From an optimization exercise on the open Yosys and OpenROAD flow, aimed at small area, a short achievable clock period and few clock cycles; shortcuts taken in it are not production practice. At most, simulation tests tie the RTL to the original design; equivalence was not proved. Power and IR drop assume default switching activity.

## text_char_scanner_core
module text_char_scanner_core #(
    parameter int LINE_BITS   = 20,    
    parameter int COLUMN_BITS = 16,
    parameter int TAB_STOP    = 4
) (
    input  logic                       i_clk,
    input  logic                       i_rst_n,
    input  logic                       i_valid,
    input  logic [tcs_pkg::BYTE_W-1:0] i_byte,
    output logic                       o_ready,
    output logic                       o_valid,
    input  logic                       i_ready,
    output logic [1:0]                 o_kind,
    output logic [tcs_pkg::BYTE_W-1:0] o_char,
    output logic [tcs_pkg::LINE_W-1:0] o_line,
    output logic [tcs_pkg::COL_W-1:0]  o_col,
    output logic [2:0]                 o_code,
    output logic                       o_last
);
    localparam int K_NUL   = 0;    
    localparam int K_TAB   = 1;    
    localparam int K_LF    = 2;    
    localparam int K_CR    = 3;    
    localparam int K_STAR  = 4;    
    localparam int K_SLASH = 5;    
    localparam int K_LEAD  = 6;    
    localparam int K_C80   = 7;    
    localparam int K_CTL   = 8;    
    localparam int K_INC   = 9;    
    localparam int K_UERR  = 10;   
    localparam int NK      = 11;
    function automatic logic [NK-1:0] f_class(input logic [7:0] v);
        f_class          = '0;
        f_class[K_NUL]   = (v == 8'h00);
        f_class[K_TAB]   = (v == 8'h09);
        f_class[K_LF]    = (v == 8'h0A);
        f_class[K_CR]    = (v == 8'h0D);
        f_class[K_STAR]  = (v == 8'h2A);
        f_class[K_SLASH] = (v == 8'h2F);
        f_class[K_LEAD]  = (v == 8'hE2);
        f_class[K_C80]   = (v == 8'h80);
        f_class[K_CTL]   = ((v[7:5] == 3'b000) && v != 8'h00 && v != 8'h09
                            && v != 8'h0A && v != 8'h0D) || (v == 8'h7F);
        f_class[K_INC]   = (v[7] ? v[6] : (v[6] | v[5])) && (v != 8'h7F);
        case (v)
            8'h93, 8'h94, 8'h98, 8'h99, 8'h9C, 8'h9D: f_class[K_UERR] = 1'b1;
            default:                                  f_class[K_UERR] = 1'b0;
        endcase
    endfunction
    logic          r_iv;
    logic [7:0]    r_ib;
    logic [NK-1:0] r_k;       
    logic          r_sv;
    logic [7:0]    r_sb;
    logic        r_outv;      
    logic        r_olast;     
    logic        r_kerr;      
  ...
Size in the first run: about 430 cells after synthesis, ~81 flip-flops, ~64 I/O pins.
export LEC_CHECK = 0
export CAP_MARGIN = 20
export CORE_MARGIN = 2
export CORE_UTILIZATION = 40
export CTS_BUF_LIST = sky130_fd_sc_hd__clkbuf_4 sky130_fd_sc_hd__clkbuf_8
export SETUP_SLACK_MARGIN = 1.9
export SLEW_MARGIN = 20
create_clock -name core_clock -period 4.0 [get_ports {i_clk}]
standard.sh (not shown) runs the stock make flow with config.mk's settings and CLKGATE_MAP_FILE= SYNTH_SCRIPT=/design/flow/synth_recipe.tcl, a recipe that flattens the netlist after the stock synthesis.
==> flow/flow/run.sh <==
#!/bin/bash
# Standard layout, with plain buf_1 cells as the port buffers.
set -euo pipefail
bash standard.sh BUFFER_PORTS_ARGS="-buffer_cell sky130_fd_sc_hd__buf_1" finish > make_finish.log 2>&1
Rerun with:
Settings changed: SETUP_SLACK_MARGIN 1.9 to 1.5.
What happened: Non-clock buffer count went down by 16; count of clock-buffer cells in the layout fell by 1; cell area shrinks by 7.2%; total power went up by 4.5%; via count falls by 5.4%; first-iteration DRC count decreases by 15%; core utilization shrinks by 3.6 points; hold slack gets better by 0.0098 ns; cell count goes down by 3.0%; setup slack gets worse by 0.13 ns; sequential power is lower by about 0.8%.
Rerun with:
Settings changed: SETUP_SLACK_MARGIN 1.5 to 1.7.
After rerunning: Non-clock buffer count goes up by 8. Sequential share of layout area goes down by 1.5 points. Maximum frequency goes up by 5.6%. Routed wire length goes up by 6.7%. Cell count goes up by 1.7%.
No functional check of the RTL was part of any run of this note.

* * *

text_char_scanner_core, a different RTL version from the one above (not shown whole).
For scale: about 69 flip-flops, about 64 I/O pins, ~4300 µm² of cells after synthesis.
clock: 4.0 ns
lec_check: 0
abc_area: 1
cap_margin: 20
core_margin: 2
core_utilization: 40
cts_buf_list: sky130_fd_sc_hd__clkbuf_4 sky130_fd_sc_hd__clkbuf_8
gpl_timing_driven: 0
setup_slack_margin: 1.85
slew_margin: 20
==> flow/flow/run.sh <==
#!/bin/bash
# Standard layout, with plain buf_1 cells as the port buffers and the
# synthesis adder-cell step left out (abc maps the incrementers as gates).
set -euo pipefail
bash standard.sh BUFFER_PORTS_ARGS="-buffer_cell sky130_fd_sc_hd__buf_1" ADDER_MAP_FILE= finish > make_finish.log 2>&1
Edit:
Settings changed: SETUP_SLACK_MARGIN 1.85 to 1.8.
After rerunning: The new run ran to the end with no violations; sequential share of layout area rises by 0.86 points; worst setup slack gets better by 140 ps; via count falls slightly; worst hold slack stays flat; clock-buffer cell count does not change.
No run of this note included a check of the RTL's function; only the layout flow was run.

* * *

text_char_scanner_core, a different RTL version from the one above (not shown whole).
Size in the first run: roughly 520 cells after synthesis, about 74 flip-flops, about 64 I/O pins.
clock: 4.0 ns
lec_check: 0
abc_area: 1
cap_margin: 20
core_margin: 2
core_utilization: 40
cts_buf_list: sky130_fd_sc_hd__clkbuf_4 sky130_fd_sc_hd__clkbuf_8
setup_slack_margin: 1.9
slew_margin: 20
Scripts as last shown in full above: flow/flow/run.sh
Testbench counts at the start, summed over its fixed seeds: cycles 33,905.
Then changed:
GPL_TIMING_DRIVEN = 0   (was not set)
SETUP_SLACK_MARGIN = 1.8   (was 1.9)
Effect: Wire length decreases by 5.1%; area after synthesis stays the same; clock-buffer cell count increases by 4; first-iteration DRC count increases by about 2.4%.
Then changed:
GPL_TIMING_DRIVEN = not set   (was 0)
SETUP_SLACK_MARGIN = 1.7   (was 1.8)
What happened:
- count of clock-buffer cells in the layout goes down by 3
- worst setup slack is worse by 0.063 ns
- worst hold slack is better by 0.016 ns
Then changed:
GPL_TIMING_DRIVEN = 0   (was not set)
SETUP_SLACK_MARGIN = 1.85   (was 1.7)
Final area climbs by 0.79%.
Sequential cell count is unchanged.
Register-to-register slack gets better by 0.08 ns.
Wire length is higher by 2.7%.
Worst hold slack loses 0.0047 ns.
Global-route usage rose by 0.40 points.

-- re-timing with driven ports --
The results above use ideal ports. As a check the final layouts listed here were re-extracted and re-timed, cells and wires unchanged. Step 1 assumes that a clkbuf_16 drives the clock port and a buf_2 every other input. Step 2 times the ports against the registers' clock, not the clock port: input delays grow and output delays shrink by t, the midpoint of the rising clock arrivals with the driver on. a / b / c = ideal ports / drivers / drivers and shift; a / b = the first two.
run | shift t [ns] | setup WS [ns] | worst slew at a driven data input, ns | cell pins on the clock port's net
the first run of note 1 | 0.381 | 1.717 / 1.717 / 1.692 | 0.03 | 1
the second run of note 1 | 0.391 | 1.586 / 1.586 / 1.305 | 0.03 | 1
the third run of note 1 | 0.388 | 1.713 / 1.713 / 1.442 | 0.03 | 1
the first run of note 2 | 0.390 | 1.784 / 1.784 / 1.686 | 0.03 | 1
the second run of note 2 | 0.389 | 1.929 / 1.896 / 1.624 | 0.03 | 1
the first run of note 3 | 0.388 | 1.899 / 1.867 / 1.616 | 0.06 | 1
the second run of note 3 | 0.384 | 1.945 / 1.914 / 1.649 | 0.05 | 1
the third run of note 3 | 0.387 | 1.883 / 1.895 / 1.508 | 0.04 | 1
the fourth run of note 3 | 0.388 | 1.994 / 1.993 / 1.683 | 0.05 | 1
After both steps every run listed still meets setup and hold. The setup slack of the third run of note 3, which loses most, moves by +0.012 ns with the drivers and by -0.375 ns with both steps.
